This is an optimization exercise on Yosys and OpenROAD, whose aim is small area, a short achievable clock period and few clock cycles per item, not a production implementation.
The RTL was checked by simulation tests, not by an equivalence proof against the original design.
No activity file was given, so power comes from the tool's default toggle rates.

Setup of run 1:
Design core_load_balance_decider, start of the top module:
module core_load_balance_decider #(
  parameter int NUM_CORES      = NUM_CORES_DEF,
  parameter int THREAD_ID_BITS = THREAD_ID_BITS_DEF
) (
  input  logic                  clk,
  input  logic                  rst_n,
  input  logic                  in_push,
  output logic                  in_full,
  input  logic [KIND_W-1:0]     in_kind,
  input  logic [CORE_W-1:0]     in_core_index,
  input  logic [COUNT_W-1:0]    in_idle_count,
  input  logic [TID_W-1:0]      in_thread_id,
  input  logic [COUNT_W-1:0]    in_run_count,
  input  logic                  in_excluded,
  output logic                  out_empty,
  input  logic                  out_pop,
  output logic                  out_report_kind,
  output logic                  out_balance_needed,
  output logic [CORE_W-1:0]     out_busy_core,
  output logic [CORE_W-1:0]     out_idle_core,
  output logic                  out_migrate,
  output logic [TID_W-1:0]      out_chosen_thread,
  input  logic                  cfg_wr_en,
  input  logic [CFG_IDX_W-1:0]  cfg_index,
  input  logic [CFG_DATA_W-1:0] cfg_wdata
);
  localparam int NC = 8;
  logic                  cfg_en_r;
  ...
For scale: about 8100 cells after synthesis, ~200 I/O pins, about 72000 µm² of cells after synthesis.
export LEC_CHECK = 0
export ABC_AREA = 1
export CAP_MARGIN = 20
export CORE_MARGIN = 2
export CORE_UTILIZATION = 50
export PLACE_DENSITY = 0.65
export SETUP_SLACK_MARGIN = 2.9
export SLEW_MARGIN = 20
create_clock -name core_clock -period 6.0 [get_ports {clk}]
run.sh (not shown) runs the stock make flow with config.mk's settings and CLKGATE_MAP_FILE= SYNTH_SCRIPT=/design/flow/synth_recipe.tcl, a recipe that flattens the netlist after the stock synthesis.
Run 1 went all the way through the flow, and no timing, DRC or antenna check failed.
Testbench counts of run 1, summed over its fixed seeds: cycles 4,640, items 4,345.
Here is what was changed in the inputs of run 2 compared with run 1.
# run 1
export LEC_CHECK = 0
export ABC_AREA = 1
export CAP_MARGIN = 20
export CORE_MARGIN = 2
export CORE_UTILIZATION = 50
export PLACE_DENSITY = 0.65
export SETUP_SLACK_MARGIN = 2.9
export SLEW_MARGIN = 20
create_clock -name core_clock -period 6.0 [get_ports {clk}]
# run 2
export LEC_CHECK = 0
export ABC_AREA = 1
export CAP_MARGIN = 5
export CORE_MARGIN = 2
export CORE_UTILIZATION = 50
export PLACE_DENSITY = 0.65
export SETUP_SLACK_MARGIN = 2.5
export SLEW_MARGIN = 5
create_clock -name core_clock -period 6.0 [get_ports {clk}]
==> comparison <==
The largest fanout of any net on the critical path reported for run 2 is greater than that of run 1 by 37.
| clock-buffer cell count | lower: run 2 |
Run 2 vs run 1, top routing layer in use: met4 vs met5
Between run 1 and run 2, area overhead of the layout relative to synthesis decreased.
Portion of the clock cycle consumed by the worst path in the final layout (higher): run 2
Between run 2 and run 1, it is run 2 whose count of placed standard cells in the final layout, fillers left out is lower, by 252.
Input changes introduced in run 3 (baseline for comparison: run 2):
# run 2
export LEC_CHECK = 0
export ABC_AREA = 1
export CAP_MARGIN = 5
export CORE_MARGIN = 2
export CORE_UTILIZATION = 50
export PLACE_DENSITY = 0.65
export SETUP_SLACK_MARGIN = 2.5
export SLEW_MARGIN = 5
create_clock -name core_clock -period 6.0 [get_ports {clk}]
# run 3
export LEC_CHECK = 0
export ABC_AREA = 1
export CAP_MARGIN = 20
export CORE_MARGIN = 2
export CORE_UTILIZATION = 50
export PLACE_DENSITY = 0.65
export SETUP_SLACK_MARGIN = 2.7
export SLEW_MARGIN = 20
create_clock -name core_clock -period 6.0 [get_ports {clk}]
## What came out
In the metrics for run 3 and run 2, the one carrying the higher maximum vdd drop is run 3.
The lower relative area change from synthesis to final layout of run 3 and run 2 is in run 2.
On run 3: maximum clock skew at final layout is 0.0039 ns higher than what run 2 gave.
STATUS total power draw: run 3 loses against run 2
Fmax: run 3 above run 2
Run 2 reports its critical path startpoint as cfg_iv_r[19]$_SDFFE_PN0P_ while run 3 reports ir_oh[0]$_DFFE_PN_.
For run 2, the slowest cell on the critical path was a211oi_2, unlike run 3, where it was edfxtp_1.
#### Input delta (run 4 over run 3)
# run 3
export LEC_CHECK = 0
export ABC_AREA = 1
export CAP_MARGIN = 20
export CORE_MARGIN = 2
export CORE_UTILIZATION = 50
export PLACE_DENSITY = 0.65
export SETUP_SLACK_MARGIN = 2.7
export SLEW_MARGIN = 20
create_clock -name core_clock -period 6.0 [get_ports {clk}]
# run 4
export LEC_CHECK = 0
export ABC_AREA = 1
export CAP_MARGIN = 20
export CORE_MARGIN = 2
export CORE_UTILIZATION = 50
export PLACE_DENSITY = 0.65
export SETUP_SLACK_MARGIN = 2.5
export SLEW_MARGIN = 20
create_clock -name core_clock -period 6.0 [get_ports {clk}]
Findings:
Any difference in power attributed to the clock group between run 3 and run 4 is small enough to ignore. Antenna cell count, run 4 and run 3: lower on run 3. Of the two values seen for cell with the largest stage delay on the worst path, a211oi_2 was produced by run 4 and edfxtp_1 by run 3. Compared run 4 vs run 3, and utilization is down in run 4.

core_load_balance_decider, a different RTL version from the one above (not shown whole).
For scale: about 8000 cells after synthesis, roughly 1300 flip-flops, about 71000 um^2 of cells after synthesis.
Settings: LEC_CHECK=0, ABC_AREA=1, CAP_MARGIN=20, CORE_MARGIN=2, CORE_UTILIZATION=50, CTS_CLUSTER_DIAMETER=80, CTS_CLUSTER_SIZE=22, PLACE_DENSITY=0.65, SETUP_SLACK_MARGIN=2.7, SLEW_MARGIN=20; clock period 6.0 ns.
The starting point finished clean.
Testbench counts at the start, summed over its fixed seeds: cycles 4,640, items 4,345.
Rerun with:
Settings changed: SETUP_SLACK_MARGIN 2.7 to 2.85.
Result:
- sequential share of layout area came out lower by 0.18 points
- design area rose by 0.45%
- wire length goes up by 1.2%
- non-clock buffer count rises by 3
- hold slack gets worse by 0.0090 ns

run A:
core_load_balance_decider again, from the RTL that the note above started with.
clock: 6.0 ns
lec_check: 0
abc_area: 1
cap_margin: 20
core_margin: 2
core_utilization: 50
cts_cluster_diameter: 100
cts_cluster_size: 30
place_density: 0.65
setup_slack_margin: 2.7
slew_margin: 20
Run A finished every step from synthesis to the final layout, and the layout passed the timing, DRC and antenna checks.
Testbench counts of run A, summed over its fixed seeds: cycles 4,640, items 4,345.
Edits applied to the flow inputs when going from run A to run B:
Settings: clearing CTS_CLUSTER_SIZE, which used to be 30; clearing CTS_CLUSTER_DIAMETER, which used to be 100.
Notes after the runs:
Run B against run A: net switching power has increased, register-to-register slack shrank by 0.05 ns, first-pass GRT wire length went up 1.9%. The vias after detailed routing of run B exceeds that of run A by 493. Delta(total setup buffers inserted after CTS, run B - run A) > 0. Run B has less setup slack than run A. Delta(worst hold slack, run B - run A) < 0. Diff run A and run B: count of clock-buffer cells in the layout lower in run A. Run B vs run A: met2 routing resource usage after global routing up.
Setup changes, run B to run C
Settings: swapping 2.7 for 2.6 in SETUP_SLACK_MARGIN; putting CTS_CLUSTER_DIAMETER at 80 where nothing was set; putting CTS_CLUSTER_SIZE at 22 where nothing was set.
Findings:
TritonCTS buffer count, run C and run B: lower on run C. When run C is set beside run B, its detailed route wirelength on metal2 turns out to be about 2% smaller. Final worst hold slack in run C vs run B: up 0.016 ns. Of run C and run B, run C shows the lower H-tree depth reported by CTS, with run B above it. Compared with run B, run C shows clock power that has gone down by more than a quarter. Comparing run C and run B, the higher area added between synthesis and finish was measured on run B. For power dissipated in combinational cells, run B and run C come out practically identical. Worst slew margin relative to its limit (higher): run C. Between run C and run B, the non-clock buffer count is higher for run B. Looking at fraction of met3 tracks used by global routing across run C and run B, the one that comes out lower is run C. Looking at sequential share of layout area, run C sits above run B.

==> static timing again, ports no longer ideal <==
Ports are ideal in the flow. The routed layouts listed here were re-timed in OpenROAD.
Step 1, drivers: a clkbuf_16 drives clk and a buf_2 each remaining input, both assumed.
Step 2, shift: input delay + t, output delay - t, t = (earliest + latest rising clock arrival at the registers) / 2. This alone moves slack from input paths to output paths.
Three values: ideal ports, drivers, drivers and shift; two values: the first two.
| run | shift t [ns] | setup slack, ns | slew at the worst register clock pin (ns) |
|---|---|---|---|
| run 1 | 0.861 | 2.747 / 2.747 / 2.281 | 0.07 / 0.07 |
| run 2 | 0.857 | 2.508 / 2.508 / 2.165 | 0.07 / 0.07 |
| run 3 | 0.859 | 2.686 / 2.686 / 2.141 | 0.07 / 0.07 |
| run 4 | 0.857 | 2.502 / 2.502 / 2.171 | 0.07 / 0.07 |
| the first run of note 2 | 0.792 | 2.775 / 2.775 / 2.455 | 0.10 / 0.10 |
| the second run of note 2 | 0.773 | 2.803 / 2.803 / 2.405 | 0.10 / 0.10 |
| run A | 0.789 | 2.742 / 2.742 / 2.220 | 0.12 / 0.12 |
| run B | 0.870 | 2.697 / 2.697 / 2.221 | 0.07 / 0.07 |
| run C | 0.780 | 2.690 / 2.642 / 2.409 | 0.10 / 0.10 |
After both steps every run listed still meets setup and hold. For run 3, which loses most, drivers alone change the setup slack by 0.000 ns; drivers and shift together by -0.545 ns.
